Source: an optimization exercise on an open RTL-to-GDS flow (aim: small area and a short achievable clock period). Production flows keep margins and buffers that such runs may drop. Where RTL was checked, it was by simulation tests only, not by an equivalence proof against the original. The RTL of runs 1, 2, 4 and 5 was laid out without a check of its function. Power figures rest on the tool's default switching activity, not on a simulated workload.

**flow/constraint.sdc**
```tcl
create_clock -name core_clock -period 6.0 [get_ports {i_clk}]
set_input_delay 1.2000 -clock core_clock [delete_from_list [all_inputs] [get_ports {i_clk}]]
set_output_delay 1.2000 -clock core_clock [all_outputs]
set_load 0.01 [all_outputs]
```
**flow/run.sh**
```bash
#!/bin/bash
# synth_recipe.tcl (not shown) runs the flow's synth.tcl, then flattens the netlist and writes it again
# the make line also repeats each setting of config.mk as NAME=value (left out here)
make -C /OpenROAD-flow-scripts/flow DESIGN_CONFIG=/design/flow/config.mk WORK_HOME=/design/flow/orfs CLKGATE_MAP_FILE= SYNTH_SCRIPT=/design/flow/synth_recipe.tcl finish
```
**flow/config.mk**
```make
export PLATFORM = sky130hd
export DESIGN_NAME = fire_seek_mode_sequencer
export DESIGN_NICKNAME = fire_seek_mode_sequencer
export VERILOG_FILES = /design/flow/design.v
export SDC_FILE = /design/flow/constraint.sdc
export NUM_CORES = 4
export LEC_CHECK = 0
export CAP_MARGIN = 20
export CORE_MARGIN = 2
export CORE_UTILIZATION = 40
export SETUP_SLACK_MARGIN = 3.0
export SLEW_MARGIN = 20
```
**flow/design.v**
```verilog
module fsms_core (
    input  logic        i_clk,
    input  logic        i_rst_n,
    input  logic        i_accept,
    input  logic        i_operation,
    input  logic [9:0]  i_distance_cm,
    input  logic [31:0] i_now_tick,
    input  logic [1:0]  i_random_pick,
    input  logic [9:0]  i_detect_limit,
    input  logic [9:0]  i_stop_limit,
    input  logic [15:0] i_patrol_period,
    input  logic [15:0] i_fan_max,
    input  logic [15:0] i_pause_len,
    input  logic [15:0] i_turn_len,
    input  logic [7:0]  i_right_sector,
    input  logic [7:0]  i_left_sector,
    output logic [7:0]  o_servo_angle,
    output logic [2:0]  o_motion,
    output logic        o_fan_on,
    output logic [2:0]  o_mode,
    output logic        o_fire_seen,
    output logic        o_fire_near
);
    localparam logic [2:0] MODE_PATROL   = 3'd0;
    localparam logic [2:0] MODE_PAUSE    = 3'd1;
    localparam logic [2:0] MODE_TURN     = 3'd2;
    localparam logic [2:0] MODE_APPROACH = 3'd3;
    localparam logic [2:0] MODE_FAN      = 3'd4;
    localparam logic [2:0] MOT_STOP     = 3'd0;
    localparam logic [2:0] MOT_SPIN_L   = 3'd3;
    localparam logic [2:0] MOT_SPIN_R   = 3'd4;
    localparam logic [2:0] MOT_APPROACH = 3'd5;
    logic [2:0]  r_mode;
    logic [2:0]  r_pm;       
    logic        r_aux;      
    logic        r_scan;     
    logic        r_up;       
    logic [6:0]  r_ang;      
    logic [9:0]  r_range;
    logic [31:0] r_pdl;      
    logic [31:0] r_tmr;      
    logic is_ctrl;
    assign is_ctrl = i_operation;
    logic m_patrol, m_pause, m_turn, m_appr, m_fan;
    assign m_patrol = (r_mode == MODE_PATROL);
    assign m_pause  = (r_mode == MODE_PAUSE);
    assign m_turn   = (r_mode == MODE_TURN);
    assign m_appr   = (r_mode == MODE_APPROACH);
    assign m_fan    = (r_mode == MODE_FAN);
    logic lost, far;
    assign lost = r_range > i_detect_limit;
    assign far  = r_range > i_stop_limit;
    function automatic logic ge32(input logic [31:0] a, input logic [31:0] b);
        logic [31:0] g, e;
        g = a & ~b;
        e = ~(a ^ b);
        for (int s = 1; s < 32; s = s * 2) begin
            for (int i = 0; i < 32; i = i + 2 * s) begin
                g[i] = g[i+s] | (e[i+s] & g[i]);
                e[i] = e[i+s] & e[i];
            end
        end
        ge32 = g[0] | e[0];
    endfunction
    logic [31:0] t_ref;
    logic [15:0] t_len;
    logic [15:0] now_lo, now_hi, t_lo, t_hi, t_hi1;
    logic [16:0] e_lo;
    logic        ge_lo, ge_31, lt_e, in_win, hi_nz, due, tdone;
    assign t_ref  = m_patrol ? r_pdl : r_tmr;
    assign now_lo = i_now_tick[15:0];
    assign now_hi = i_now_tick[31:16];
    assign t_lo   = t_ref[15:0];
    assign t_hi   = t_ref[31:16];
    assign ge_lo  = ge32({16'd0, now_lo}, {16'd0, t_lo});
    assign ge_31  = ge32({1'b0, i_now_tick[30:0]}, {1'b0, t_ref[30:0]});
    assign due    = !(i_now_tick[31] ^ t_ref[31] ^ !ge_31);
    assign t_len  = m_fan ? i_fan_max : i_pause_len;
    assign e_lo   = {1'b0, t_lo} + {1'b0, t_len};
    assign t_hi1  = t_hi + 16'd1;
    assign hi_nz  = ge_lo ? (now_hi != t_hi) : (now_hi != t_hi1);
    assign lt_e   = !ge32({16'd0, now_lo}, {16'd0, e_lo[15:0]});
    assign in_win = e_lo[16] ? (ge_lo || lt_e) : (ge_lo && lt_e);
    assign tdone  = hi_nz || !in_win;
    logic [15:0] a_len;
    logic [31:0] sum;
    assign a_len = (m_patrol && lost) ? i_patrol_period : (m_pause ? i_turn_len : 16'd0);
    assign sum   = i_now_tick + {16'd0, a_len};
    logic [7:0] angle;
    assign angle = {r_ang, 1'b0};
    logic right_of, left_of;
    assign right_of = angle < i_right_sector;
    assign left_of  = angle > i_left_sector;
    logic [2:0] n_mode;
    logic       n_aux;
    logic       ld_pm, ld_pdl, ld_tmr;
    always_comb begin
        n_mode = r_mode;
        n_aux  = r_aux;
        ld_pm  = 1'b0;
        ld_pdl = 1'b0;
        ld_tmr = 1'b0;
        case (r_mode)
            MODE_PATROL: begin
                if (lost) begin
                    n_aux = 1'b1;
                    if (due) begin
                        ld_pm  = 1'b1;
                        ld_pdl = 1'b1;
                    end
                end else begin
                    n_mode = MODE_PAUSE;
                    n_aux  = 1'b0;
                    ld_tmr = 1'b1;
                end
            end
            MODE_PAUSE: begin
                n_aux = 1'b0;
                if (lost) begin
                    n_mode = MODE_PATROL;
                end else if (tdone) begin
                    if (right_of || left_of) begin
                        n_mode = MODE_TURN;
                        n_aux  = !right_of;
                        ld_tmr = 1'b1;
                    end else begin
                        n_mode = MODE_APPROACH;
                    end
                end
            end
            MODE_TURN: begin
                if (lost) begin
                    n_mode = MODE_PATROL;
                    n_aux  = 1'b0;
                end else if (due) begin
                    n_mode = MODE_APPROACH;
                    n_aux  = 1'b0;
                end
            end
            MODE_APPROACH: begin
                n_aux = 1'b0;
                if (lost) begin
                    n_mode = MODE_PATROL;
                end else if (far) begin
                    n_aux = 1'b1;
                end else begin
                    n_mode = MODE_FAN;
                    ld_tmr = 1'b1;
                end
            end
            default: begin
                n_aux = 1'b0;
                if (tdone || lost) n_mode = MODE_PATROL;
            end
        endcase
    end
    logic       scan, h90;
    logic [6:0] n_ang;
    logic       n_up;
    assign scan = m_patrol && r_scan;
    assign h90  = m_fan || (m_appr && r_aux);
    always_comb begin
        n_ang = r_ang;
        n_up  = r_up;
        if (scan) begin
            if (r_up) begin
                if (r_ang >= 7'd85) begin
                    n_ang = 7'd90;
                    n_up  = 1'b0;
                end else begin
                    n_ang = r_ang + 7'd5;
                end
            end else begin
                if (r_ang <= 7'd5) begin
                    n_ang = 7'd0;
                    n_up  = 1'b1;
                end else begin
                    n_ang = r_ang - 7'd5;
                end
            end
        end else if (h90) begin
            n_ang = 7'd45;
        end
    end
    logic [9:0] n_range;
    assign n_range = is_ctrl ? r_range : i_distance_cm;
    always_ff @(posedge i_clk) begin
        if (!i_rst_n) begin
            r_mode  <= MODE_PATROL;
            r_pm    <= MOT_STOP;
            r_aux   <= 1'b0;
            r_scan  <= 1'b1;
            r_up    <= 1'b1;
            r_ang   <= 7'd0;
            r_range <= 10'd999;
            r_pdl   <= 32'd0;
            r_tmr   <= 32'd0;
        end else if (i_accept) begin
            if (is_ctrl) begin
                r_mode <= n_mode;
                r_aux  <= n_aux;
                r_scan <= !(m_pause || m_turn);
                if (ld_pm)  r_pm  <= {1'b0, i_random_pick} + 3'd1;
                if (ld_pdl) r_pdl <= sum;
                if (ld_tmr) r_tmr <= sum;
            end else begin
                r_ang   <= n_ang;
                r_up    <= n_up;
                r_range <= i_distance_cm;
            end
        end
    end
    always_comb begin
        o_motion = MOT_STOP;
        case (r_mode)
            MODE_PATROL:   o_motion = r_aux ? r_pm : MOT_STOP;
            MODE_TURN:     o_motion = r_aux ? MOT_SPIN_L : MOT_SPIN_R;
            MODE_APPROACH: o_motion = r_aux ? MOT_APPROACH : MOT_STOP;
            default:       o_motion = MOT_STOP;
        endcase
    end
    assign o_servo_angle = angle;
    assign o_fan_on      = m_fan;
    assign o_mode        = r_mode;
    assign o_fire_seen   = n_range <= i_detect_limit;
    assign o_fire_near   = n_range <= i_stop_limit;
endmodule
module fire_seek_mode_sequencer (
    input  logic        i_clk,
    input  logic        i_rst_n,
    input  logic        i_in_valid,
    output logic        i_in_ready,
    input  logic        i_in_operation,
    input  logic [9:0]  i_in_distance_cm,
    input  logic [31:0] i_in_now_tick,
    input  logic [1:0]  i_in_random_pick,
    input  logic        i_cfg_valid,
    output logic        i_cfg_ready,
    input  logic [2:0]  i_cfg_index,
    input  logic [15:0] i_cfg_data,
    output logic        o_out_valid,
    input  logic        o_out_ready,
    output logic [7:0]  o_out_servo_angle,
    output logic [2:0]  o_out_motion,
    output logic        o_out_fan_on,
    output logic [2:0]  o_out_mode,
    output logic        o_out_fire_seen,
    output logic        o_out_fire_near
);
    localparam logic [2:0] CFG_DETECT_LIMIT  = 3'd0;
    localparam logic [2:0] CFG_STOP_LIMIT    = 3'd1;
    localparam logic [2:0] CFG_PATROL_PERIOD = 3'd2;
    localparam logic [2:0] CFG_FAN_MAX       = 3'd3;
    localparam logic [2:0] CFG_PAUSE         = 3'd4;
    localparam logic [2:0] CFG_TURN          = 3'd5;
    localparam logic [2:0] CFG_RIGHT_SECTOR  = 3'd6;
    localparam logic [2:0] CFG_LEFT_SECTOR   = 3'd7;
    logic [9:0]  r_detect_limit;
    logic [9:0]  r_stop_limit;
    logic [15:0] r_patrol_period;
    logic [15:0] r_fan_max;
    logic [15:0] r_pause_len;
    logic [15:0] r_turn_len;
    logic [7:0]  r_right_sector;
    logic [7:0]  r_left_sector;
    logic        res_fire_seen;
    logic        res_fire_near;
    logic        r_out_fire_seen;
    logic        r_out_fire_near;
    logic        r_out_valid;
    logic        in_acc;
    assign i_in_ready = !r_out_valid || o_out_ready;
    assign in_acc     = i_in_valid && i_in_ready;
    assign i_cfg_ready = 1'b1;
    always_ff @(posedge i_clk) begin
        if (!i_rst_n) begin
            r_detect_limit  <= 10'd300;
            r_stop_limit    <= 10'd50;
            r_patrol_period <= 16'd3000;
            r_fan_max       <= 16'd5000;
            r_pause_len     <= 16'd300;
            r_turn_len      <= 16'd1308;
            r_right_sector  <= 8'd60;
            r_left_sector   <= 8'd120;
        end else if (i_cfg_valid) begin
            case (i_cfg_index)
                CFG_DETECT_LIMIT:  r_detect_limit  <= i_cfg_data[9:0];
                CFG_STOP_LIMIT:    r_stop_limit    <= i_cfg_data[9:0];
                CFG_PATROL_PERIOD: r_patrol_period <= i_cfg_data[15:0];
                CFG_FAN_MAX:       r_fan_max       <= i_cfg_data[15:0];
                CFG_PAUSE:         r_pause_len     <= i_cfg_data[15:0];
                CFG_TURN:          r_turn_len      <= i_cfg_data[15:0];
                CFG_RIGHT_SECTOR:  r_right_sector  <= i_cfg_data[7:0];
                default:           r_left_sector   <= i_cfg_data[7:0];
            endcase
        end
    end
    fsms_core u_core (
        .i_clk           (i_clk),
        .i_rst_n         (i_rst_n),
        .i_accept        (in_acc),
        .i_operation     (i_in_operation),
        .i_distance_cm   (i_in_distance_cm),
        .i_now_tick      (i_in_now_tick),
        .i_random_pick   (i_in_random_pick),
        .i_detect_limit  (r_detect_limit),
        .i_stop_limit    (r_stop_limit),
        .i_patrol_period (r_patrol_period),
        .i_fan_max       (r_fan_max),
        .i_pause_len     (r_pause_len),
        .i_turn_len      (r_turn_len),
        .i_right_sector  (r_right_sector),
        .i_left_sector   (r_left_sector),
        .o_servo_angle   (o_out_servo_angle),
        .o_motion        (o_out_motion),
        .o_fan_on        (o_out_fan_on),
        .o_mode          (o_out_mode),
        .o_fire_seen     (res_fire_seen),
        .o_fire_near     (res_fire_near)
    );
    always_ff @(posedge i_clk) begin
        if (!i_rst_n) begin
            r_out_valid <= 1'b0;
        end else if (in_acc) begin
            r_out_valid <= 1'b1;
        end else if (o_out_ready) begin
            r_out_valid <= 1'b0;
        end
    end
    always_ff @(posedge i_clk) begin
        if (in_acc) begin
            r_out_fire_seen <= res_fire_seen;
            r_out_fire_near <= res_fire_near;
        end
    end
    assign o_out_valid     = r_out_valid;
    assign o_out_fire_seen = r_out_fire_seen;
    assign o_out_fire_near = r_out_fire_near;
endmodule
```
==> impl_metrics.py, run 1 <==
metrics = {
    "timing": {
        "timing.final.max_slew_violations": 0,
        "fin_crit_sh_pct": 88.6,
        "finClkSkew_ns": 0.0177,
        "fmaxAchievable_mhz": 188,
        "grt_setup_unrepaired": "true",
        "post-route-worst-setup-slack_ns": 0.681,
        "timing.final.hold_violations": 0,
        "setup_tns_ns": 0,
        "slew-limit-headroom_pct": 34.7,
        "setup_viol": 0,
        "finalCriticalPeriod_ns": 5.32,
        "worstMarginPinSlew_ns": 0.976,
    },
    "yosys": {
        "synth_top_area_cell": "sky130_fd_sc_hd__dfxtp_1",
        "mappedNetlistArea_mm2": 0.0133,
        "synth.area.top_cells": "sky130_fd_sc_hd__dfxtp_1 (29%), sky130_fd_sc_hd__ha_1 (13%), sky130_fd_sc_hd__nand2_1 (9.8%), sky130_fd_sc_hd__mux2i_1 (6.6%), sky130_fd_sc_hd__a21oi_1 (5.0%)",
        "netlist_cell_types": 81,
        "synth_top_cell_area_share_pct": 28.8,
        "synth_async_sr_flop_share_pct": 0,
        "synth_enable_flop_cells": 2,
        "syn-instance-count": 1655,
        "synth.ff_latch_count": 193,
        "synth-warning-count": 2,
        "synthFlopType": "sky130_fd_sc_hd__dfxtp_1",
        "syn_avg_cell_area_um2": 8.01,
        "synth_nets": 1861,
        "ys_seq_area_share_pct": 29.3,
    },
    "worst_setup_path": {
        "critPathRequiredTime_ns": 6.39,
        "timing.reg2reg.worst_path_depth": 26,
        "path_buf_inv": 5,
        "timing.critical_path.slowest_cell_delay_ns": 0.37,
        "worstPathMaxFanout": 6,
        "cp-end-kind": "flop",
        "timing.reg2reg.setup_slack_ns": 0.68,
        "cp_top_family": "compound AO/OA/AOI/OAI gates",
        "critical_path.reg2reg.startpoint": "u_core.r_mode[2]",
        "crit_slowest_cell": "sky130_fd_sc_hd__o31a_1",
        "r2r-end": "u_core.r_tmr[10]",
        "start_kind": "flop",
        "arrival_ns": 5.71,
        "critPathKind": "reg2reg",
    },
    "cts": {
        "cts.sinks": 193,
        "clock_pin_slew_on_the_worst_setup_and_hold_paths_ns": 0.08,
        "insertion_delay_ns": 0.47,
        "tritoncts_clock_tree": "built",
        "numCtsBuffers": 17,
        "cts_max_path_buffers": 2,
        "cts.root.buffer_cell": "sky130_fd_sc_hd__clkbuf_16",
        "post_cts_hold_buffer_count": 0,
        "htree_num_levels": 4,
    },
    "cells_and_area": {
        "post_layout_utilization_of_the_core_pct": 50.2,
        "syn_to_final_growth_pct": 23.6,
        "final_nets": 1970,
        "postLayoutCellArea_mm2": 0.0164,
        "antenna_cells_inserted": 0,
        "drive_gt1_share_pct": 15.0,
    },
    "routing": {
        "detailroute.via_count": 12289,
        "dr.pass1.iters": 5,
        "wl_um": 40600,
        "postRouteAntennaNets": 0,
        "route.detailed.wl_per_inst_um": 18.3,
        "drc_errors": 0,
        "route.detailed.vias_per_inst": 5.54,
        "initialDrtViolationCount": 794,
    },
    "floorplan": {
        "fp.dieW_um": 186,
        "ioPinCount": 89,
        "initial_utilization_pct": 40.6,
        "die_area_mm2": 0.0346,
        "row_count": 66,
        "design.core.area_mm2": 0.0326,
        "floorplan.die.height_um": 186,
    },
    "status": {
        "outcome": "timing/DRC/antenna clean",
    },
    "power": {
        "p_leak_nw": 7.12,
        "power_density_mw_per_mm2": 211,
        "ir_worst_vdd_uv": 210,
    },
    "global_route": {
        "gr-usage-all-layers_pct": 23.5,
        "maximum_number_of_pins_on_one_net_before_global_route_repair": 69,
        "globalRouteOverflowTotal": 0,
        "first_global_vias": 11617,
        "grt_pass1_wl_um": 63100,
        "grt_antenna_before_repair": 0,
    },
    "placement": {
        "post-place-ws_ns": 0.370,
        "portBuffers": 86,
        "dp_hpwl_um": 28100,
        "gp_congestion": 0.901,
        "detailed_place.area_mm2": 0.0146,
    },
    "min_path": {
        "hp-start": "r_fan_max[13]",
        "worstHoldPathCells": 2,
        "hp-class": "reg2reg",
        "holdPathEnd": "r_fan_max[13]",
    },
    "run": {
        "max_cap_violations": 0,
    },
}
-- state kept, by name (all words and copies together), names as in the netlist --
name / flops
u_core.r_ang: 7
r_turn_len: 16
u_core.r_up: 1
u_core.r_mode: 3
r_fan_max: 16
u_core.r_aux: 1
r_right_sector: 8
r_out_fire_seen: 1
r_stop_limit: 10
r_pause_len: 16
u_core.r_pm: 3
r_left_sector: 8
r_out_fire_near: 1
r_patrol_period: 16
u_core.r_scan: 1
u_core.r_pdl: 32
r_detect_limit: 10
r_out_valid: 1
u_core.r_range: 10
u_core.r_tmr: 32
-- cells in the final DEF (no fill, tap or decap), types with 25 or more instances in the layout --
cell type                         count
sky130_fd_sc_hd__mux2_2              26
sky130_fd_sc_hd__nand3_1             51
sky130_fd_sc_hd__a21o_1              28
sky130_fd_sc_hd__inv_1               71
sky130_fd_sc_hd__nor2_1              90
sky130_fd_sc_hd__ha_1               123
sky130_fd_sc_hd__clkdlybuf4s50_1     74
sky130_fd_sc_hd__nand4_1             25
sky130_fd_sc_hd__xnor2_1             41
sky130_fd_sc_hd__buf_4               56
sky130_fd_sc_hd__o21ai_0             37
sky130_fd_sc_hd__o211ai_1            30
sky130_fd_sc_hd__dfxtp_1            181
sky130_fd_sc_hd__a21oi_1            123
sky130_fd_sc_hd__mux2i_1             84
sky130_fd_sc_hd__nand2_1            343
-- how the worst max path moves through the flow --
stage | start | endpoint | slack [ns] | cells after the start
2_1_floorplan | u_core.r_mode[2] | u_core.r_tmr[10] | 0.67 | 27
3_3_place_gp | u_core.r_mode[0] | u_core.r_tmr[8] | 0.44 | 22
3_5_place_dp | u_core.r_mode[0] | u_core.r_tmr[16] | 0.37 | 22
4_1_cts | u_core.r_mode[2] | u_core.r_tmr[1] | 0.72 | 26
5_1_grt | u_core.r_mode[2] | u_core.r_tmr[7] | 0.44 | 25
6_report | u_core.r_mode[2] | u_core.r_tmr[10] | 0.68 | 26
-- power by group --
group	internal (W)	switching, W
Sequential	0.00133	0.0000410
Combinational	0.000373	0.000464
Clock	0.000644	0.000605
Total	0.00235	0.00111
-- cells by family after synthesis --
kind of cell	after synthesis	synth area share [%]
fa+ha+maj	139	13.2
xor+xnor	69	4.61
other cells	2	0.0566
simple gates	631	21.3
buf+inv	155	5.09
flops	193	29.3
mux	118	9.41
compound gates	348	17.0
-- tightest hold or removal path, cell delays in order (launching register included) --
cell	delay (ns)
sky130_fd_sc_hd__dfxtp_1	0.31
sky130_fd_sc_hd__nand2_1	0.05
sky130_fd_sc_hd__a21oi_1	0.05
-- routing by layer --
metal	part of all wire (%)	wire length [µm]	global-route usage [%]	vias up
met5	0	0	0	-
met4	2.0	797	7.12	0
met3	5.0	2040	4.07	52
met2	46	18800	38.5	341
met1	47	18900	31.5	5855
li1	-	-	-	6041
-- cell type report --
type | instances | area (µm²)
fillers | 3066 | 16200
multi-input cells | 1307 | 9220
flip-flops and latches | 193 | 3910
repair buffers | 169 | 1790
well taps | 442 | 553
clock buffers | 17 | 425
inverters | 76 | 288
clock inverters | 15 | 210
-- synth_stat cells (all sizes together), types with 3 or more instances --
| master | count |
|---|---|
| a2111oi | 3 |
| a211oi | 5 |
| a21o | 28 |
| a21oi | 133 |
| a22o | 17 |
| a22oi | 4 |
| a311oi | 4 |
| a31o | 9 |
| a31oi | 11 |
| and2 | 6 |
| and3 | 11 |
| and4 | 5 |
| buf | 20 |
| clkbuf | 59 |
| dfxtp | 191 |
| ha | 135 |
| inv | 76 |
| mux2 | 27 |
| mux2i | 91 |
| nand2 | 346 |
| nand2b | 15 |
| nand3 | 53 |
| nand4 | 26 |
| nor2 | 94 |
| nor2b | 15 |
| nor3 | 21 |
| nor3b | 5 |
| nor4 | 9 |
| o2111ai | 4 |
| o211a | 3 |
| o211ai | 30 |
| o21a | 9 |
| o21ai | 47 |
| o21bai | 9 |
| o22ai | 5 |
| o31a | 4 |
| o31ai | 6 |
| or2 | 8 |
| or3 | 5 |
| xnor2 | 44 |
| xor2 | 25 |
-- per-stage QoR --
step	hold slack [ns]	std cells	total power [W]
finish	0.453	2219	0.00346
global placement	0.438	2125	0.00210
floorplan	0.431	1655	0.00189
detailed placement	0.445	2125	0.00211
global route	0.471	2219	0.00360
CTS	0.455	2203	0.00344
-- what timing repair did --
item | in CTS | in global routing
gates resized for setup | 122 | 33
setup buffers | 40 | 13
setup endpoints to repair | 79 | 112
pin swaps | 42 | 20
gates cloned | 6 | 2
==> run 2: changes to the inputs <==
--- a/flow/config.mk
+++ b/flow/config.mk
@@ -9,4 +9,3 @@
 export CORE_MARGIN = 2
 export CORE_UTILIZATION = 40
-export SETUP_SLACK_MARGIN = 3.0
 export SLEW_MARGIN = 20
==> run 2 against run 1 <==
First-iteration DRC count shrank 0.88%. Combinational power shrank 14%. Sequential cell count is the same. Clock skew shrank 0.0035 ns. Critical path depth shrank 2. Register-to-register slack lost 0.32 ns. Via count shrank 3.6%. Synthesized cell count is the same. Clock power shrank 6%.
==> impl_metrics.py, run 2 <==
metrics = {
    "status": {
        "outcome": "timing/DRC/antenna clean",
    },
    "routing": {
        "wl_um": 37800,
        "initialDrtViolationCount": 787,
        "met2RoutedLength_um": 16900,
        "dr.max_layer_used": "met4",
        "met1Wirelength_um": 18900,
        "route.detailed.wl_per_inst_um": 17.5,
        "dr.pass1.iters": 5,
        "detailroute.via_count": 11844,
        "postRouteAntennaNets": 0,
        "route.detailed.vias_per_inst": 5.47,
        "drc_errors": 0,
        "routed-wl-met3_um": 1470,
    },
    "yosys": {
        "synth_nets": 1861,
        "synth_top_cell_area_share_pct": 28.8,
        "synthFlopType": "sky130_fd_sc_hd__dfxtp_1",
        "mappedNetlistArea_mm2": 0.0133,
        "syn-instance-count": 1655,
        "syn_avg_cell_area_um2": 8.01,
        "synth_top_area_cell": "sky130_fd_sc_hd__dfxtp_1",
        "netlist_cell_types": 81,
        "ys_seq_area_share_pct": 29.3,
        "synth_async_sr_flop_share_pct": 0,
        "most_instantiated_library_cell_after_synthesis": "sky130_fd_sc_hd__nand2_1",
        "synth.area.top_cells": "sky130_fd_sc_hd__dfxtp_1 (29%), sky130_fd_sc_hd__ha_1 (13%), sky130_fd_sc_hd__nand2_1 (9.8%), sky130_fd_sc_hd__mux2i_1 (6.6%), sky130_fd_sc_hd__a21oi_1 (5.0%)",
        "synth-warning-count": 2,
        "synth_enable_flop_cells": 2,
        "synth.ff_latch_count": 193,
        "synth_commonest_cells": "sky130_fd_sc_hd__nand2_1 (346), sky130_fd_sc_hd__dfxtp_1 (191), sky130_fd_sc_hd__ha_1 (135), sky130_fd_sc_hd__a21oi_1 (133), sky130_fd_sc_hd__nor2_1 (94)",
    },
    "placement": {
        "gp_congestion": 0.890,
        "dp_hpwl_um": 28100,
        "portBuffers": 86,
    },
    "power": {
        "power.sequential.fraction_pct": 41.8,
        "swShare_pct": 32.6,
        "p_leak_nw": 6.62,
        "combinational_share_of_power_pct": 22.1,
        "power_frac_clock_pct": 36.1,
        "power_density_mw_per_mm2": 216,
        "p_sw_w": 0.00107,
        "intPower_w": 0.00221,
        "ir_worst_vdd_uv": 183,
    },
    "floorplan": {
        "die_area_mm2": 0.0346,
        "fp.dieW_um": 186,
        "initial_utilization_pct": 40.6,
        "row_count": 66,
        "ioPinCount": 89,
        "floorplan.die.height_um": 186,
        "design.core.area_mm2": 0.0326,
    },
    "timing": {
        "grt_setup_unrepaired": "false",
        "slew-limit-headroom_pct": 27.1,
        "worstMarginPinSlew_ns": 1.09,
        "fmaxAchievable_mhz": 177,
        "finClkSkew_ns": 0.0141,
        "finalCriticalPeriod_ns": 5.64,
        "fin_crit_sh_pct": 93.9,
        "timing.final.max_slew_violations": 0,
        "fin_worst_hold_slack_ns": 0.455,
        "setup_tns_ns": 0,
        "timing.final.hold_violations": 0,
        "setup_viol": 0,
    },
    "cts": {
        "htree_num_levels": 4,
        "tritoncts_clock_tree": "built",
        "cts_max_path_buffers": 2,
        "insertion_delay_ns": 0.45,
        "cts.sinks": 193,
        "cts.root.buffer_cell": "sky130_fd_sc_hd__clkbuf_16",
        "post_cts_hold_buffer_count": 0,
        "clock_pin_slew_on_the_worst_setup_and_hold_paths_ns": 0.08,
        "numCtsBuffers": 17,
    },
    "worst_setup_path": {
        "start_kind": "flop",
        "cp-end-kind": "flop",
        "arrival_ns": 6.01,
        "r2r-end": "u_core.r_tmr[24]",
        "timing.reg2reg.setup_slack_ns": 0.36,
        "critical_path.reg2reg.startpoint": "u_core.r_mode[0]",
        "worstPathMaxFanout": 10,
        "timing.reg2reg.worst_path_depth": 24,
        "critPathKind": "reg2reg",
        "critPathRequiredTime_ns": 6.37,
    },
    "global_route": {
        "grt_pass1_wl_um": 59100,
        "globalRouteOverflowTotal": 0,
        "grt_antenna_before_repair": 0,
        "gr-usage-all-layers_pct": 21.9,
        "first_global_vias": 10857,
        "maximum_number_of_pins_on_one_net_before_global_route_repair": 96,
    },
    "cells_and_area": {
        "syn_to_final_growth_pct": 14.4,
        "antenna_cells_inserted": 0,
        "final_nets": 1915,
        "layout_commonest_cell": "sky130_fd_sc_hd__nand2_1",
        "drive_gt1_share_pct": 7.32,
        "most-common-layout-cells": "sky130_fd_sc_hd__nand2_1 (346), sky130_fd_sc_hd__dfxtp_1 (191), sky130_fd_sc_hd__ha_1 (135)",
        "largest_registers_ranked_by_flip_flop_count": "u_core.r_pdl: 32 flops, u_core.r_tmr: 32 flops",
        "fillerInstances": 3221,
    },
    "min_path": {
        "hp-class": "reg2reg",
        "hp-start": "r_fan_max[11]",
        "holdPathEnd": "r_fan_max[11]",
        "worstHoldPathCells": 2,
    },
    "run": {
        "max_cap_violations": 0,
    },
}
-- run 2: cell counts after synthesis --
Identical to the previous run, type by type.
-- run 2: critical path: stages (launching register included) --
cell	delay [ns]
sky130_fd_sc_hd__dfxtp_1	0.35
sky130_fd_sc_hd__buf_4	0.18
sky130_fd_sc_hd__or3_2	0.46
sky130_fd_sc_hd__buf_4	0.20
sky130_fd_sc_hd__nand2_1	0.08
sky130_fd_sc_hd__nand2_1	0.08
sky130_fd_sc_hd__ha_1	0.34
sky130_fd_sc_hd__a21oi_1	0.16
sky130_fd_sc_hd__maj3_1	0.25
sky130_fd_sc_hd__o21a_1	0.15
sky130_fd_sc_hd__nor2_1	0.05
sky130_fd_sc_hd__or3_1	0.31
sky130_fd_sc_hd__a31oi_1	0.20
sky130_fd_sc_hd__xor2_1	0.16
sky130_fd_sc_hd__ha_1	0.26
sky130_fd_sc_hd__nor2b_1	0.15
sky130_fd_sc_hd__a2111oi_1	0.37
sky130_fd_sc_hd__a21oi_1	0.13
sky130_fd_sc_hd__o31a_1	0.33
sky130_fd_sc_hd__o21a_1	0.19
sky130_fd_sc_hd__o21ai_1	0.21
sky130_fd_sc_hd__nand4_2	0.21
sky130_fd_sc_hd__a31oi_4	0.24
sky130_fd_sc_hd__buf_4	0.26
sky130_fd_sc_hd__mux2i_1	0.22
-- run 2: worst max-delay path by stage --
stage	from	end	slack [ns]	cells past startpoint
final	u_core.r_mode[0]	u_core.r_tmr[24]	0.36	24
after global routing	u_core.r_mode[2]	u_core.r_tmr[24]	0.007	22
after CTS	u_core.r_mode[2]	u_core.r_tmr[0]	0.08	21
after detailed placement	u_core.r_mode[2]	u_core.r_tmr[11]	0.1	21
after global placement	u_core.r_mode[2]	u_core.r_tmr[12]	0.23	22
after floorplan	u_core.r_mode[1]	u_core.r_tmr[10]	0.20	24
-- run 2: logic make-up (layout without fill, tap and decap cells) --
kind of cell	after synthesis	after routing	share of synthesized area, %
compound gates	348	348	17.0
other cells	2	2	0.0566
fa+ha+maj	139	139	13.2
mux	118	118	9.41
xor+xnor	69	69	4.61
flops	193	193	29.3
buf+inv	155	222	5.09
simple gates	631	631	21.3
-- run 2: area by class of cell --
class                           count  area, µm²  area share (%)
Multi-Input combinational cell   1307       8750            57.7
Sequential cell                   193       3880            25.6
Timing Repair Buffer              114       1080            7.15
Tap cell                          442        553            3.65
Clock buffer                       17        425            2.81
Inverter                           76        287            1.89
Clock inverter                     15        181            1.20
-- run 2: power groups by stage --
stage               Clock, W  Combinational (W)  Sequential [W]
floorplan                  0           0.000490         0.00139
global placement           0           0.000704         0.00140
detailed placement         0           0.000712         0.00140
CTS                  0.00121           0.000717         0.00137
global route         0.00126           0.000799         0.00137
finish               0.00118           0.000722         0.00137
-- run 2: through the flow --
step / util (%) / worst slack [ns] / instance area (µm²) / power, W / cells
2_1_floorplan: - / 0.196 / 13300 / 0.00188 / 1655
3_3_place_gp: 44.4 / 0.228 / 14500 / 0.00210 / 2129
3_5_place_dp: 44.4 / 0.0990 / 14500 / 0.00211 / 2129
4_1_cts: 46.3 / 0.0825 / 15100 / 0.00329 / 2161
5_1_grt: 46.5 / 0.00682 / 15200 / 0.00343 / 2164
6_report: 46.5 / 0.364 / 15200 / 0.00327 / 2164
-- run 2: layer usage --
metal | vias to the layer above | global-route usage [%]
met2 | 292 | 34.4
met4 | 0 | 5.95
met3 | 35 | 2.82
met1 | 5592 | 31.3
met5 | - | 0
li1 | 5925 | -
-- run 2: timing repair --
action | 4_1_cts | 5_1_grt
resized for setup | 0 | 8
buffers inserted | 0 | 3
endpoints found under the setup margin | 0 | 32
==> run 3: changes to the inputs <==
--- a/flow/design.v
+++ b/flow/design.v
@@ -51,36 +51,13 @@
     assign lost = r_range > i_detect_limit;
     assign far  = r_range > i_stop_limit;
-    function automatic logic ge32(input logic [31:0] a, input logic [31:0] b);
-        logic [31:0] g, e;
-        g = a & ~b;
-        e = ~(a ^ b);
-        for (int s = 1; s < 32; s = s * 2) begin
-            for (int i = 0; i < 32; i = i + 2 * s) begin
-                g[i] = g[i+s] | (e[i+s] & g[i]);
-                e[i] = e[i+s] & e[i];
-            end
-        end
-        ge32 = g[0] | e[0];
-    endfunction
     logic [31:0] t_ref;
+    logic [31:0] diff;
     logic [15:0] t_len;
-    logic [15:0] now_lo, now_hi, t_lo, t_hi, t_hi1;
-    logic [16:0] e_lo;
-    logic        ge_lo, ge_31, lt_e, in_win, hi_nz, due, tdone;
-    assign t_ref  = m_patrol ? r_pdl : r_tmr;
-    assign now_lo = i_now_tick[15:0];
-    assign now_hi = i_now_tick[31:16];
-    assign t_lo   = t_ref[15:0];
-    assign t_hi   = t_ref[31:16];
-    assign ge_lo  = ge32({16'd0, now_lo}, {16'd0, t_lo});
-    assign ge_31  = ge32({1'b0, i_now_tick[30:0]}, {1'b0, t_ref[30:0]});
-    assign due    = !(i_now_tick[31] ^ t_ref[31] ^ !ge_31);
-    assign t_len  = m_fan ? i_fan_max : i_pause_len;
-    assign e_lo   = {1'b0, t_lo} + {1'b0, t_len};
-    assign t_hi1  = t_hi + 16'd1;
-    assign hi_nz  = ge_lo ? (now_hi != t_hi) : (now_hi != t_hi1);
-    assign lt_e   = !ge32({16'd0, now_lo}, {16'd0, e_lo[15:0]});
-    assign in_win = e_lo[16] ? (ge_lo || lt_e) : (ge_lo && lt_e);
-    assign tdone  = hi_nz || !in_win;
+    logic        due, tdone;
+    assign t_ref = m_patrol ? r_pdl : r_tmr;
+    assign diff  = i_now_tick - t_ref;
+    assign due   = !diff[31];
+    assign t_len = m_fan ? i_fan_max : i_pause_len;
+    assign tdone = diff >= {16'd0, t_len};
     logic [15:0] a_len;
     logic [31:0] sum;
==> run 3 against run 2 <==
Clock skew down 0.0032 ns. Area after synthesis shrank 2.4%. First-iteration DRC count up 12%.
==> impl_metrics.py, run 3 <==
metrics = {
    "power": {
        "combinational_share_of_power_pct": 27.2,
        "power_frac_clock_pct": 32.7,
        "power.sequential.fraction_pct": 40.1,
        "intPower_w": 0.00227,
        "p_sw_w": 0.00115,
        "ir_worst_vdd_uv": 208,
        "power_density_mw_per_mm2": 228,
        "p_leak_nw": 6.30,
        "swShare_pct": 33.6,
    },
    "yosys": {
        "synth.ff_latch_count": 193,
        "synth-warning-count": 2,
        "synth_async_sr_flop_share_pct": 0,
        "synth_top_area_cell": "sky130_fd_sc_hd__dfxtp_1",
        "synth_nets": 1860,
        "ys_seq_area_share_pct": 30.0,
        "synth_enable_flop_cells": 2,
        "syn-instance-count": 1668,
        "mappedNetlistArea_mm2": 0.0129,
        "synth_top_cell_area_share_pct": 29.5,
        "synth_commonest_cells": "sky130_fd_sc_hd__nand2_1 (334), sky130_fd_sc_hd__dfxtp_1 (191), sky130_fd_sc_hd__a21oi_1 (172), sky130_fd_sc_hd__ha_1 (121), sky130_fd_sc_hd__nor2_1 (97)",
        "most_instantiated_library_cell_after_synthesis": "sky130_fd_sc_hd__nand2_1",
        "netlist_cell_types": 76,
        "synthFlopType": "sky130_fd_sc_hd__dfxtp_1",
        "syn_avg_cell_area_um2": 7.76,
        "synth.area.top_cells": "sky130_fd_sc_hd__dfxtp_1 (30%), sky130_fd_sc_hd__ha_1 (12%), sky130_fd_sc_hd__nand2_1 (9.7%), sky130_fd_sc_hd__a21oi_1 (6.6%), sky130_fd_sc_hd__mux2i_1 (5.8%)",
    },
    "placement": {
        "dp_hpwl_um": 28900,
        "portBuffers": 86,
        "post-place-cells": 2120,
        "gp_congestion": 0.918,
    },
    "routing": {
        "detailroute.via_count": 12204,
        "route.detailed.vias_per_inst": 5.67,
        "dr.pass1.iters": 8,
        "route.detailed.wl_per_inst_um": 17.8,
        "postRouteAntennaNets": 0,
        "drc_errors": 0,
        "wl_um": 38300,
        "initialDrtViolationCount": 880,
    },
    "cts": {
        "cts_max_path_buffers": 2,
        "htree_num_levels": 4,
        "insertion_delay_ns": 0.46,
        "cts.sinks": 193,
        "tritoncts_clock_tree": "built",
        "cts.root.buffer_cell": "sky130_fd_sc_hd__clkbuf_16",
        "numCtsBuffers": 17,
        "clock_pin_slew_on_the_worst_setup_and_hold_paths_ns": 0.07,
        "post_cts_hold_buffer_count": 0,
    },
    "timing": {
        "setup_viol": 0,
        "finalCriticalPeriod_ns": 5.72,
        "slew-limit-headroom_pct": 31.3,
        "fin_crit_sh_pct": 95.3,
        "setup_tns_ns": 0,
        "worstMarginPinSlew_ns": 1.03,
        "finClkSkew_ns": 0.0109,
        "timing.final.max_slew_violations": 0,
        "timing.final.hold_violations": 0,
        "fmaxAchievable_mhz": 175,
        "grt_setup_unrepaired": "false",
    },
    "cells_and_area": {
        "drive_gt1_share_pct": 7.20,
        "layout_commonest_cell": "sky130_fd_sc_hd__nand2_1",
        "antenna_cells_inserted": 0,
        "final_nets": 1930,
        "most-common-layout-cells": "sky130_fd_sc_hd__nand2_1 (334), sky130_fd_sc_hd__dfxtp_1 (191), sky130_fd_sc_hd__a21oi_1 (172)",
        "fin_cells": 2153,
        "largest_registers_ranked_by_flip_flop_count": "u_core.r_pdl: 32 flops, u_core.r_tmr: 32 flops",
        "syn_to_final_growth_pct": 15.6,
    },
    "floorplan": {
        "initial_utilization_pct": 40.8,
        "die_area_mm2": 0.0338,
        "ioPinCount": 89,
        "row_count": 65,
        "fp.dieW_um": 184,
        "design.core.area_mm2": 0.0317,
        "floorplan.die.height_um": 184,
    },
    "worst_setup_path": {
        "cp_top_family": "compound AO/OA/AOI/OAI gates",
        "arrival_ns": 6.07,
        "cp-end-kind": "flop",
        "critPathRequiredTime_ns": 6.35,
        "start_kind": "input pin",
        "timing.critical_path.slowest_cell_delay_ns": 0.58,
        "cp_cell_sequence": "clkdlybuf4s50_1 -> fa_1 -> a21o_1 -> a221o_1 -> a41oi_2 -> o21ai_1 -> xor2_1 -> ha_1 -> a21o_1 -> nand3_1 -> o2111ai_1 -> nor4_1 -> o211ai_1 -> a2111oi_2 -> nand4_1 -> or4b_4 -> a31oi_4 -> buf_6 -> mux2_2",
        "path_buf_inv": 2,
        "worstPathMaxFanout": 7,
        "path_common_cell": "sky130_fd_sc_hd__a21o_1",
        "critPathKind": "in2reg",
        "crit_slowest_cell": "sky130_fd_sc_hd__or4b_4",
    },
    "global_route": {
        "grt_antenna_before_repair": 0,
        "maximum_number_of_pins_on_one_net_before_global_route_repair": 92,
        "globalRouteOverflowTotal": 0,
        "first_global_vias": 11590,
        "gr-usage-all-layers_pct": 22.8,
        "grt_pass1_wl_um": 61000,
    },
    "run": {
        "max_cap_violations": 0,
    },
    "status": {
        "outcome": "timing/DRC/antenna clean",
    },
    "min_path": {
        "hp-class": "reg2reg",
    },
}
[run 3: changes by cell type after synthesis, sizes merged, moves of 15 or more]
| cell | delta |
|---|---|
| mux2i | -16 |
| a211oi | +15 |
| inv | -16 |
| o21ai | +23 |
| xnor2 | -15 |
| clkbuf | +15 |
| a21oi | +40 |
[run 3: logic make-up after synthesis]
group / Yosys count / share of synthesized area, %
buf+inv: 153 / 4.73
simple gates: 625 / 21.4
compound gates: 433 / 21.3
fa+ha+maj: 123 / 12.0
mux: 93 / 7.36
flops: 193 / 30.0
other cells: 2 / 0.0580
xor+xnor: 46 / 3.11
[run 3: final cells by class]
class / instances / area, µm²
tap: 402 / 503
multi-input combinational: 1322 / 8490
fill: 3156 / 16700
timing repair buffer: 144 / 1300
clock buffer: 18 / 429
sequential: 193 / 3880
inverter: 60 / 226
clock inverter: 14 / 130
[run 3: per-stage QoR]
stage / utilization, % / worst slack, ns / power, W / hold slack (ns) / area [µm²]
after floorplan: - / 0.192 / 0.00201 / 0.431 / 12900
after global placement: 45.3 / -0.368 / 0.00231 / 0.440 / 14400
after detailed placement: 45.3 / -0.514 / 0.00232 / 0.448 / 14400
after CTS: 47.1 / 0.0536 / 0.00344 / 0.458 / 14900
after global routing: 47.2 / 0.00436 / 0.00360 / 0.470 / 15000
final: 47.2 / 0.280 / 0.00342 / 0.455 / 15000
[run 3: repair_timing]
action | CTS | global route
buffers inserted | 0 | 1
endpoints found under the setup margin | 18 | 35
resized for setup | 2 | 6
pin swaps | 0 | 3
[run 3: power by group through the flow]
| stage | clock, W | sequential, W | combinational [W] |
|---|---|---|---|
| floorplan | 0 | 0.00139 | 0.000623 |
| global placement | 0 | 0.00140 | 0.000910 |
| detailed placement | 0 | 0.00140 | 0.000916 |
| CTS | 0.00115 | 0.00137 | 0.000924 |
| global route | 0.00119 | 0.00138 | 0.00104 |
| finish | 0.00112 | 0.00137 | 0.000931 |
[run 3: worst paths after layout]
| check | from | to | slack, ns | cells past startpoint |
|---|---|---|---|---|
| worst max-delay path | i_in_now_tick[1] | u_core.r_tmr[19] | 0.28 | 19 |
| worst min-delay path | r_pause_len[11] | r_pause_len[11] | 0.46 | 2 |
| worst max register to register | u_core.r_range[3] | u_core.r_tmr[24] | 0.42 | 21 |
| worst min register to register | r_pause_len[11] | r_pause_len[11] | 0.46 | 2 |
[run 3: worst reg2reg max path, delay by kind of cell, from the launching register on]
kind                     cells  cell delay [ns]
AO/OA/AOI/OAI               14             3.13
buffers and inverters        1             0.18
adder cells (fa/ha/maj)      3             0.94
XOR/XNOR                     1             0.31
flip-flops                   1             0.43
AND/OR/NAND/NOR              2             0.43
[run 3: layer usage]
layer | up-vias | part of all wire (%) | track usage [%]
met2 | 305 | 48 | 39.0
met3 | 48 | 4.2 | 3.39
met1 | 5789 | 46 | 30.0
met4 | 0 | 1.7 | 6.14
met5 | - | 0 | 0
li1 | 6062 | - | -
==> run 4: changes to the inputs <==
--- a/flow/design.v
+++ b/flow/design.v
@@ -51,17 +51,59 @@
     assign lost = r_range > i_detect_limit;
     assign far  = r_range > i_stop_limit;
-    logic [31:0] t_ref;
-    logic [31:0] diff;
-    logic [15:0] t_len;
-    logic        due, tdone;
+    function automatic logic ge32(input logic [31:0] a, input logic [31:0] b);
+        logic [31:0] g, e;
+        g = a & ~b;
+        e = ~(a ^ b);
+        for (int s = 1; s < 32; s = s * 2) begin
+            for (int i = 0; i < 32; i = i + 2 * s) begin
+                g[i] = g[i+s] | (e[i+s] & g[i]);
+                e[i] = e[i+s] & e[i];
+            end
+        end
+        ge32 = g[0] | e[0];
+    endfunction
+    function automatic logic cout32(input logic [31:0] a, input logic [31:0] b);
+        logic [31:0] g, p;
+        g = a & b;
+        p = a | b;
+        g[0] = a[0] | b[0];
+        for (int s = 1; s < 32; s = s * 2) begin
+            for (int i = 0; i < 32; i = i + 2 * s) begin
+                g[i] = g[i+s] | (p[i+s] & g[i]);
+                p[i] = p[i+s] & p[i];
+            end
+        end
+        cout32 = g[0];
+    endfunction
+    logic [31:0] t_ref, now, t_len;
+    logic        ge_31, ge_32, due, tdone;
+    assign now   = i_now_tick;
     assign t_ref = m_patrol ? r_pdl : r_tmr;
-    assign diff  = i_now_tick - t_ref;
-    assign due   = !diff[31];
-    assign t_len = m_fan ? i_fan_max : i_pause_len;
-    assign tdone = diff >= {16'd0, t_len};
+    assign ge_31 = ge32({1'b0, now[30:0]}, {1'b0, t_ref[30:0]});
+    assign due   = !(now[31] ^ t_ref[31] ^ !ge_31);
+    assign ge_32 = (now[31] && !t_ref[31]) || (!(now[31] ^ t_ref[31]) && ge_31);
+    logic [31:0] csa_s;
+    logic [32:0] csa_c;
+    logic        s_hi;
+    assign t_len = {16'd0, m_fan ? i_fan_max : i_pause_len};
+    assign csa_s = now ^ t_ref ^ t_len;
+    assign csa_c = {(now & ~t_ref) | (now & ~t_len) | (~t_ref & ~t_len), 1'b1};
+    assign s_hi  = cout32(csa_s, csa_c[31:0]);
+    assign tdone = ge_32 ? (csa_c[32] && s_hi) : (csa_c[32] || s_hi);
     logic [15:0] a_len;
+    logic [16:0] sum_lo;
+    logic [15:0] sum_hi;
     logic [31:0] sum;
-    assign a_len = (m_patrol && lost) ? i_patrol_period : (m_pause ? i_turn_len : 16'd0);
-    assign sum   = i_now_tick + {16'd0, a_len};
+    assign a_len  = (m_patrol && lost) ? i_patrol_period : (m_pause ? i_turn_len : 16'd0);
+    assign sum_lo = {1'b0, now[15:0]} + {1'b0, a_len};
+    always_comb begin
+        logic all1;
+        all1 = sum_lo[16];
+        for (int i = 0; i < 16; i++) begin
+            sum_hi[i] = now[16+i] ^ all1;
+            all1 = all1 & now[16+i];
+        end
+    end
+    assign sum = {sum_hi, sum_lo[15:0]};
     logic [7:0] angle;
     assign angle = {r_ang, 1'b0};
@@ -172,5 +214,4 @@
             r_range <= 10'd999;
             r_pdl   <= 32'd0;
-            r_tmr   <= 32'd0;
         end else if (i_accept) begin
             if (is_ctrl) begin
@@ -180,5 +221,4 @@
                 if (ld_pm)  r_pm  <= {1'b0, i_random_pick} + 3'd1;
                 if (ld_pdl) r_pdl <= sum;
-                if (ld_tmr) r_tmr <= sum;
             end else begin
                 r_ang   <= n_ang;
@@ -188,4 +228,7 @@
         end
     end
+    always_ff @(posedge i_clk) begin
+        if (i_rst_n && i_accept && is_ctrl && ld_tmr) r_tmr <= sum;
+    end
     always_comb begin
         o_motion = MOT_STOP;
@@ -250,26 +293,31 @@
     assign in_acc     = i_in_valid && i_in_ready;
     assign i_cfg_ready = 1'b1;
+    logic        cfg_we_any;
+    logic [15:0] d_z, d_o;
+    logic [7:0]  cfg_we;
+    assign cfg_we_any = !i_rst_n || i_cfg_valid;
+    assign d_z = i_cfg_data & {16{i_rst_n}};
+    assign d_o = i_cfg_data | {16{!i_rst_n}};
+    always_comb begin
+        for (int k = 0; k < 8; k++) cfg_we[k] = !i_rst_n || (i_cfg_valid && i_cfg_index == 3'(k));
+    end
+    function automatic logic [15:0] rv_sel(input logic [15:0] rv, input logic [15:0] z,
+                                           input logic [15:0] o);
+        rv_sel = (rv & o) | (~rv & z);
+    endfunction
+    logic [15:0] w_detect, w_stop, w_right, w_left;
+    assign w_detect = rv_sel(16'd300, d_z, d_o);
+    assign w_stop   = rv_sel(16'd50, d_z, d_o);
+    assign w_right  = rv_sel(16'd60, d_z, d_o);
+    assign w_left   = rv_sel(16'd120, d_z, d_o);
     always_ff @(posedge i_clk) begin
-        if (!i_rst_n) begin
-            r_detect_limit  <= 10'd300;
-            r_stop_limit    <= 10'd50;
-            r_patrol_period <= 16'd3000;
-            r_fan_max       <= 16'd5000;
-            r_pause_len     <= 16'd300;
-            r_turn_len      <= 16'd1308;
-            r_right_sector  <= 8'd60;
-            r_left_sector   <= 8'd120;
-        end else if (i_cfg_valid) begin
-            case (i_cfg_index)
-                CFG_DETECT_LIMIT:  r_detect_limit  <= i_cfg_data[9:0];
-                CFG_STOP_LIMIT:    r_stop_limit    <= i_cfg_data[9:0];
-                CFG_PATROL_PERIOD: r_patrol_period <= i_cfg_data[15:0];
-                CFG_FAN_MAX:       r_fan_max       <= i_cfg_data[15:0];
-                CFG_PAUSE:         r_pause_len     <= i_cfg_data[15:0];
-                CFG_TURN:          r_turn_len      <= i_cfg_data[15:0];
-                CFG_RIGHT_SECTOR:  r_right_sector  <= i_cfg_data[7:0];
-                default:           r_left_sector   <= i_cfg_data[7:0];
-            endcase
-        end
+        if (cfg_we[CFG_DETECT_LIMIT])  r_detect_limit  <= w_detect[9:0];
+        if (cfg_we[CFG_STOP_LIMIT])    r_stop_limit    <= w_stop[9:0];
+        if (cfg_we[CFG_PATROL_PERIOD]) r_patrol_period <= rv_sel(16'd3000, d_z, d_o);
+        if (cfg_we[CFG_FAN_MAX])       r_fan_max       <= rv_sel(16'd5000, d_z, d_o);
+        if (cfg_we[CFG_PAUSE])         r_pause_len     <= rv_sel(16'd300, d_z, d_o);
+        if (cfg_we[CFG_TURN])          r_turn_len      <= rv_sel(16'd1308, d_z, d_o);
+        if (cfg_we[CFG_RIGHT_SECTOR])  r_right_sector  <= w_right[7:0];
+        if (cfg_we[CFG_LEFT_SECTOR])   r_left_sector   <= w_left[7:0];
     end
     fsms_core u_core (
--- a/flow/config.mk
+++ b/flow/config.mk
@@ -9,3 +9,4 @@
 export CORE_MARGIN = 2
 export CORE_UTILIZATION = 40
+export SETUP_SLACK_MARGIN = 3.0
 export SLEW_MARGIN = 20
==> run 4 against run 3 <==
The layout now fails its checks (negative setup slack). Die area down 7.4%. Sequential cell count unchanged. Non-clock buffer count up 58. Sequential power up 16%. Clock skew up 0.0090 ns. Power up 16%. Global-route usage down 2.3 points. Combinational power up 28%. Synthesized cell count down 31%. Setup slack worse by 0.50 ns. Critical path type is now reg2reg. Largest cell class unchanged.
==> impl_metrics.py, run 4 <==
metrics = {
    "status": {
        "outcome": "complete, but fails checks",
        "so.violations": "negative setup slack",
    },
    "worst_setup_path": {
        "worstPathMaxFanout": 2,
        "critPathRequiredTime_ns": 6.18,
        "crit_slowest_cell": "sky130_fd_sc_hd__edfxtp_1",
        "path_buf_inv": 39,
        "start_kind": "flop",
        "cp_top_family": "buffers and inverters",
        "path_common_cell": "sky130_fd_sc_hd__buf_4",
        "arrival_ns": 6.40,
        "critPathKind": "reg2reg",
        "timing.critical_path.slowest_cell_delay_ns": 0.34,
        "cp-end-kind": "flop",
    },
    "yosys": {
        "synth_enable_flop_cells": 134,
        "synth.area.top_cells": "sky130_fd_sc_hd__edfxtp_1 (34%), sky130_fd_sc_hd__ha_1 (14%), sky130_fd_sc_hd__dfxtp_1 (9.9%), sky130_fd_sc_hd__nand2_1 (4.1%), sky130_fd_sc_hd__inv_1 (3.2%)",
        "synth.ff_latch_count": 193,
        "synth_top_cell_area_share_pct": 33.6,
        "synth_top_area_cell": "sky130_fd_sc_hd__edfxtp_1",
        "synth_commonest_cells": "sky130_fd_sc_hd__ha_1 (136), sky130_fd_sc_hd__edfxtp_1 (134), sky130_fd_sc_hd__nand2_1 (132), sky130_fd_sc_hd__inv_1 (103), sky130_fd_sc_hd__dfxtp_1 (59)",
        "synth_nets": 1369,
        "mappedNetlistArea_mm2": 0.0120,
        "synth-warning-count": 2,
        "netlist_cell_types": 77,
        "synthFlopType": "sky130_fd_sc_hd__edfxtp_1",
        "syn-instance-count": 1147,
        "syn_avg_cell_area_um2": 10.4,
        "most_instantiated_library_cell_after_synthesis": "sky130_fd_sc_hd__ha_1",
        "synth_async_sr_flop_share_pct": 0,
        "ys_seq_area_share_pct": 43.5,
    },
    "cts": {
        "htree_num_levels": 4,
        "cts.sinks": 193,
        "cts.root.buffer_cell": "sky130_fd_sc_hd__clkbuf_16",
        "cts_max_path_buffers": 2,
        "clock_pin_slew_on_the_worst_setup_and_hold_paths_ns": 0.09,
        "numCtsBuffers": 17,
        "post_cts_hold_buffer_count": 0,
        "insertion_delay_ns": 0.44,
        "tritoncts_clock_tree": "built",
    },
    "cells_and_area": {
        "postLayoutCellArea_mm2": 0.0154,
        "fillerInstances": 2633,
        "largest_registers_ranked_by_flip_flop_count": "u_core.r_pdl: 32 flops, u_core.r_tmr: 32 flops",
        "fin_cells": 1731,
        "multi_input_comb_area_mm2": 0.00690,
        "most-common-layout-cells": "sky130_fd_sc_hd__edfxtp_1 (134), sky130_fd_sc_hd__nand2_1 (131), sky130_fd_sc_hd__ha_1 (108)",
        "antenna_cells_inserted": 0,
        "layout_commonest_cell": "sky130_fd_sc_hd__edfxtp_1",
        "final_nets": 1550,
        "drive_gt1_share_pct": 21.6,
        "seqCellArea_mm2": 0.00521,
        "syn_to_final_growth_pct": 29.0,
    },
    "global_route": {
        "gr-usage-all-layers_pct": 20.5,
        "maximum_number_of_pins_on_one_net_before_global_route_repair": 56,
        "grt_antenna_before_repair": 1,
        "grt_pass1_wl_um": 49600,
        "globalRouteOverflowTotal": 0,
        "first_global_vias": 9133,
    },
    "placement": {
        "dp_hpwl_um": 22200,
        "detailed_place.area_mm2": 0.0140,
        "post-place-cells": 1648,
        "gp_congestion": 0.884,
        "portBuffers": 86,
    },
    "floorplan": {
        "design.core.area_mm2": 0.0296,
        "floorplan.die.height_um": 177,
        "row_count": 63,
        "die_area_mm2": 0.0313,
        "fp.dieW_um": 177,
        "initial_utilization_pct": 40.5,
        "ioPinCount": 89,
    },
    "routing": {
        "route.detailed.vias_per_inst": 5.28,
        "postRouteAntennaNets": 0,
        "drc_errors": 0,
        "route.detailed.wl_per_inst_um": 18.1,
        "detailroute.via_count": 9140,
        "wl_um": 31300,
        "dr.pass1.iters": 5,
        "initialDrtViolationCount": 553,
    },
    "timing": {
        "setup_tns_ns": -0.218,
        "finalCriticalPeriod_ns": 6.22,
        "finClkSkew_ns": 0.0199,
        "fin_worst_hold_slack_ns": 0.451,
        "setup_viol": 1,
        "fin_crit_sh_pct": 104,
        "grt_setup_unrepaired": "true",
        "timing.final.max_slew_violations": 0,
        "post-route-worst-setup-slack_ns": -0.218,
        "timing.final.hold_violations": 0,
        "worstMarginPinSlew_ns": 0.930,
        "slew-limit-headroom_pct": 37.4,
        "fmaxAchievable_mhz": 161,
    },
    "power": {
        "p_leak_nw": 6.21,
        "ir_worst_vdd_uv": 205,
        "power_density_mw_per_mm2": 257,
    },
    "min_path": {
        "hp-class": "reg2reg",
    },
    "run": {
        "max_cap_violations": 0,
    },
}
[run 4: changes by cell type after synthesis, sizes merged, moves of 25 or more]
cell    before  now
o211ai      30    5
clkbuf      74   22
a21oi      173   52
nand2      334  132
dfxtp      191   59
inv         60  103
nor2        97   43
a21boi       6   35
nand3       57   22
edfxtp       2  134
mux2i       75   32
[run 4: layout make-up]
type	instances	share of cell area, %
multi-input cells	811	44.7
flip-flops and latches	193	33.7
repair buffers	202	11.9
well taps	390	3.16
clock buffers	17	2.75
inverters	103	2.50
clock inverters	15	1.32
[run 4: repair_timing]
action                     CTS  global route
buffers inserted            43             6
gates cloned                 2             0
setup endpoints to repair  109           112
gates resized for setup     37            60
pin swaps                   20            30
[run 4: path summary, 6_finish.rpt]
path | from | endpoint | slack, ns | cells after the start
setup reg to reg | r_detect_limit[6] | r_out_fire_seen | -0.22 | 45
setup / recovery | r_detect_limit[6] | r_out_fire_seen | -0.22 | 45
hold reg to reg | u_core.r_pdl[19] | u_core.r_pdl[19] | 0.45 | 2
hold / removal | u_core.r_pdl[19] | u_core.r_pdl[19] | 0.45 | 2
[run 4: through the flow]
step                      total power (W)  utilization (%)  setup slack (ns)
after global placement            0.00264             47.5            -0.148
after CTS                         0.00393             51.3            0.0225
after detailed placement          0.00266             47.5            -0.201
final                             0.00397             52.3            -0.218
after global routing              0.00418             52.3            -0.362
after floorplan                   0.00231                -            0.0214
[run 4: logic make-up (layout without fill, tap and decap cells)]
| family | count (synthesis) | count (layout) | share of synthesized area [%] |
|---|---|---|---|
| simple gates | 322 | 322 | 13.2 |
| flops | 193 | 193 | 43.5 |
| mux | 60 | 60 | 5.41 |
| other cells | 2 | 2 | 0.0627 |
| fa+ha+maj | 153 | 153 | 17.1 |
| xor+xnor | 14 | 14 | 1.02 |
| buf+inv | 143 | 337 | 4.69 |
| compound gates | 260 | 260 | 15.1 |
[run 4: power breakdown]
part	total [W]	internal, W	switching (W)
clock	0.00120	0.000611	0.000587
sequential	0.00159	0.00154	0.0000429
combinational	0.00119	0.000555	0.000632
total	0.00397	0.00271	0.00126
[run 4: tightest hold or removal path, delay by kind of cell (launching register included)]
kind	cells	cell delay [ns]
simple gates	1	0.05
compound gates	1	0.05
flops	1	0.31
[run 4: per-layer routing]
| layer | routed length [µm] | global-route usage [%] | vias to the layer above |
|---|---|---|---|
| li1 | - | - | 4512 |
| met1 | 14300 | 27.0 | 4390 |
| met2 | 15200 | 35.0 | 205 |
| met3 | 1190 | 3.07 | 31 |
| met4 | 532 | 5.92 | 2 |
| met5 | 12 | 0 | - |
==> run 5: changes to the inputs <==
--- a/flow/config.mk
+++ b/flow/config.mk
@@ -9,4 +9,3 @@
 export CORE_MARGIN = 2
 export CORE_UTILIZATION = 40
-export SETUP_SLACK_MARGIN = 3.0
 export SLEW_MARGIN = 20
==> run 5 against run 4 <==
The run now finishes clean. Maximum frequency is 4.7% higher. Clock skew is 0.0064 ns lower. Cell count is 1.8% lower. Power is 5.0% lower. Synthesized cell count stayed put. Area after synthesis stayed put. First-iteration DRC count is 0.36% lower.
==> impl_metrics.py, run 5 <==
metrics = {
    "timing": {
        "worstMarginPinSlew_ns": 1.01,
        "grt_setup_unrepaired": "true",
        "fmaxAchievable_mhz": 168,
        "timing.final.max_slew_violations": 0,
        "post-route-worst-setup-slack_ns": 0.0609,
        "timing.final.hold_violations": 0,
        "setup_viol": 0,
        "finalCriticalPeriod_ns": 5.94,
        "finClkSkew_ns": 0.0135,
        "setup_tns_ns": 0,
        "slew-limit-headroom_pct": 32.4,
        "fin_crit_sh_pct": 99.0,
    },
    "worst_setup_path": {
        "start_kind": "flop",
        "cp-end-kind": "flop",
        "critPathRequiredTime_ns": 6.38,
        "timing.critical_path.slowest_cell_delay_ns": 0.40,
        "timing.reg2reg.setup_slack_ns": 0.06,
        "arrival_ns": 6.31,
        "path_common_cell": "sky130_fd_sc_hd__ha_4",
        "critical_path.reg2reg.startpoint": "r_detect_limit[7]",
        "timing_startpoint_of_the_critical_path": "r_detect_limit[7]",
        "worstPathMaxFanout": 9,
        "crit_slowest_cell": "sky130_fd_sc_hd__a2111oi_4",
        "critPathKind": "reg2reg",
    },
    "floorplan": {
        "ioPinCount": 89,
        "design.core.area_mm2": 0.0296,
        "die_area_mm2": 0.0313,
        "floorplan.die.height_um": 177,
        "fp.dieW_um": 177,
        "initial_utilization_pct": 40.5,
        "row_count": 63,
    },
    "placement": {
        "gp_congestion": 0.850,
        "post-place-cells": 1661,
        "portBuffers": 86,
        "detailed_place.area_mm2": 0.0139,
        "post-place-ws_ns": -0.416,
        "dp_hpwl_um": 22400,
    },
    "yosys": {
        "synth-warning-count": 2,
        "netlist_cell_types": 77,
        "synth_nets": 1369,
        "most_instantiated_library_cell_after_synthesis": "sky130_fd_sc_hd__ha_1",
        "ys_seq_area_share_pct": 43.5,
        "synth_top_area_cell": "sky130_fd_sc_hd__edfxtp_1",
        "synthFlopType": "sky130_fd_sc_hd__edfxtp_1",
        "synth_enable_flop_cells": 134,
        "synth.area.top_cells": "sky130_fd_sc_hd__edfxtp_1 (34%), sky130_fd_sc_hd__ha_1 (14%), sky130_fd_sc_hd__dfxtp_1 (9.9%), sky130_fd_sc_hd__nand2_1 (4.1%), sky130_fd_sc_hd__inv_1 (3.2%)",
        "synth_async_sr_flop_share_pct": 0,
        "mappedNetlistArea_mm2": 0.0120,
        "synth_commonest_cells": "sky130_fd_sc_hd__ha_1 (136), sky130_fd_sc_hd__edfxtp_1 (134), sky130_fd_sc_hd__nand2_1 (132), sky130_fd_sc_hd__inv_1 (103), sky130_fd_sc_hd__dfxtp_1 (59)",
        "synth_top_cell_area_share_pct": 33.6,
        "synth.ff_latch_count": 193,
        "syn-instance-count": 1147,
        "syn_avg_cell_area_um2": 10.4,
    },
    "cells_and_area": {
        "largest_registers_ranked_by_flip_flop_count": "u_core.r_pdl: 32 flops, u_core.r_tmr: 32 flops",
        "post_layout_utilization_of_the_core_pct": 50.1,
        "fillerInstances": 2734,
        "most-common-layout-cells": "sky130_fd_sc_hd__edfxtp_1 (134), sky130_fd_sc_hd__nand2_1 (132), sky130_fd_sc_hd__ha_1 (111)",
        "antenna_cells_inserted": 0,
        "layout_commonest_cell": "sky130_fd_sc_hd__edfxtp_1",
        "fin_cells": 1699,
        "seqCellArea_mm2": 0.00520,
        "multi_input_comb_area_mm2": 0.00661,
        "final_nets": 1518,
        "drive_gt1_share_pct": 16.5,
        "postLayoutCellArea_mm2": 0.0148,
        "syn_to_final_growth_pct": 23.6,
    },
    "cts": {
        "clock_pin_slew_on_the_worst_setup_and_hold_paths_ns": 0.08,
        "tritoncts_clock_tree": "built",
        "cts.root.buffer_cell": "sky130_fd_sc_hd__clkbuf_16",
        "insertion_delay_ns": 0.44,
        "cts_max_path_buffers": 2,
        "numCtsBuffers": 17,
        "htree_num_levels": 4,
        "cts.sinks": 193,
    },
    "routing": {
        "drc_errors": 0,
        "dr.pass1.iters": 5,
        "detailroute.via_count": 8825,
        "initialDrtViolationCount": 551,
        "route.detailed.vias_per_inst": 5.19,
        "route.detailed.wl_per_inst_um": 17.5,
        "wl_um": 29700,
        "postRouteAntennaNets": 0,
    },
    "min_path": {
        "hp-start": "u_core.r_pdl[20]",
        "hp-class": "reg2reg",
    },
    "power": {
        "ir_worst_vdd_uv": 162,
        "power_density_mw_per_mm2": 255,
        "p_leak_nw": 5.84,
    },
    "status": {
        "outcome": "timing/DRC/antenna clean",
    },
    "global_route": {
        "first_global_vias": 8652,
        "grt_pass1_wl_um": 46300,
        "grt_antenna_before_repair": 0,
        "gr-usage-all-layers_pct": 19.2,
        "globalRouteOverflowTotal": 0,
        "maximum_number_of_pins_on_one_net_before_global_route_repair": 35,
    },
    "run": {
        "max_cap_violations": 0,
    },
}
-- run 5: cell counts after synthesis --
No cell type changed its count.
-- run 5: routing by layer --
layer	vias to the layer above	GRT usage [%]	wire length (µm)
met1	4202	25.9	13900
li1	4437	-	-
met4	0	4.68	322
met3	19	2.38	907
met5	-	0	0
met2	167	32.8	14600
-- run 5: area by class of cell --
| class | count | share of cell area (%) |
|---|---|---|
| tap | 390 | 3.30 |
| inverter | 103 | 2.61 |
| sequential | 193 | 35.2 |
| timing repair buffer | 170 | 10.4 |
| multi-input combinational | 811 | 44.7 |
| clock buffer | 18 | 2.90 |
| clock inverter | 14 | 0.956 |
-- run 5: report_power, final --
group | switching [W] | internal [W]
combinational | 0.000582 | 0.000493
clock | 0.000560 | 0.000553
sequential | 0.0000422 | 0.00154
-- run 5: worst max-delay path, delay by kind of cell, from the launching register on --
kind,cells,cell delay [ns]
flip-flops,1,0.39
XOR/XNOR,1,0.18
AO/OA/AOI/OAI,6,1.05
buffers and inverters,3,0.39
AND/OR/NAND/NOR,6,1.12
adder cells (fa/ha/maj),17,2.72
-- run 5: metrics by stage --
step	power, W	hold WS, ns
after floorplan	0.00227	0.440
after global placement	0.00261	0.449
after detailed placement	0.00263	0.457
after CTS	0.00378	0.467
after global routing	0.00398	0.485
final	0.00377	0.465
-- run 5: worst paths after layout --
path                       to  cells past startpoint
max          u_core.r_pdl[31]                     33
min          u_core.r_pdl[20]                      2
max reg2reg  u_core.r_pdl[31]                     33
min reg2reg  u_core.r_pdl[20]                      2
-- run 5: kinds of logic (layout without fill, tap and decap cells) --
group / Yosys count / in the layout / synth area share, %
compound gates: 260 / 260 / 15.1
xor+xnor: 14 / 14 / 1.02
fa+ha+maj: 153 / 153 / 17.1
buf+inv: 143 / 305 / 4.69
flops: 193 / 193 / 43.5
mux: 60 / 60 / 5.41
other cells: 2 / 2 / 0.0627
simple gates: 322 / 322 / 13.2
-- run 5: repair_timing --
item | 4_1_cts | 5_1_grt
resized for setup | 22 | 24
hold endpoints to repair | 0 | 0
setup buffers | 5 | 1
pin swaps | 14 | 17
hold buffers | 0 | 0
setup endpoints to repair | 6 | 6

static timing again, ports no longer ideal:
The flow's constraints put no driver on any port. The routed layouts listed below were extracted and timed again, unchanged, in two steps.
Step 1 assumes that a clkbuf_16 drives the clock port and a buf_2 every other input.
Step 2 also shifts input and output timing later by t, the mid clock arrival at the registers, as if the neighbouring blocks saw the same clock.
a / b / c = no drivers / after step 1 / after step 2; a / b = the first two.
| run | t, ns | slack for setup (ns) | hold WS [ns] | slew at the worst register clock pin (ns) | cell pins on the clock port's net |
|---|---|---|---|---|---|
| run 1 | 0.512 | 0.681 / 0.681 / 0.681 | 0.453 / 0.453 / 0.453 | 0.08 / 0.08 | 1 |
| run 2 | 0.495 | 0.364 / 0.364 / 0.364 | 0.455 / 0.455 / 0.455 | 0.09 / 0.09 | 1 |
| run 3 | 0.506 | 0.280 / 0.309 / -0.197 | 0.455 / 0.455 / 0.455 | 0.08 / 0.08 | 1 |
| run 4 | 0.481 | -0.218 / -0.218 / -0.218 | 0.451 / 0.451 / 0.451 | 0.09 / 0.09 | 1 |
| run 5 | 0.484 | 0.061 / 0.061 / -0.004 | 0.465 / 0.465 / 0.465 | 0.08 / 0.08 | 1 |
With both steps, setup timing fails in run 3 and run 5, where it was met with ideal ports. For run 3, which loses most, drivers alone change the setup slack by +0.029 ns; drivers and shift together by -0.477 ns.
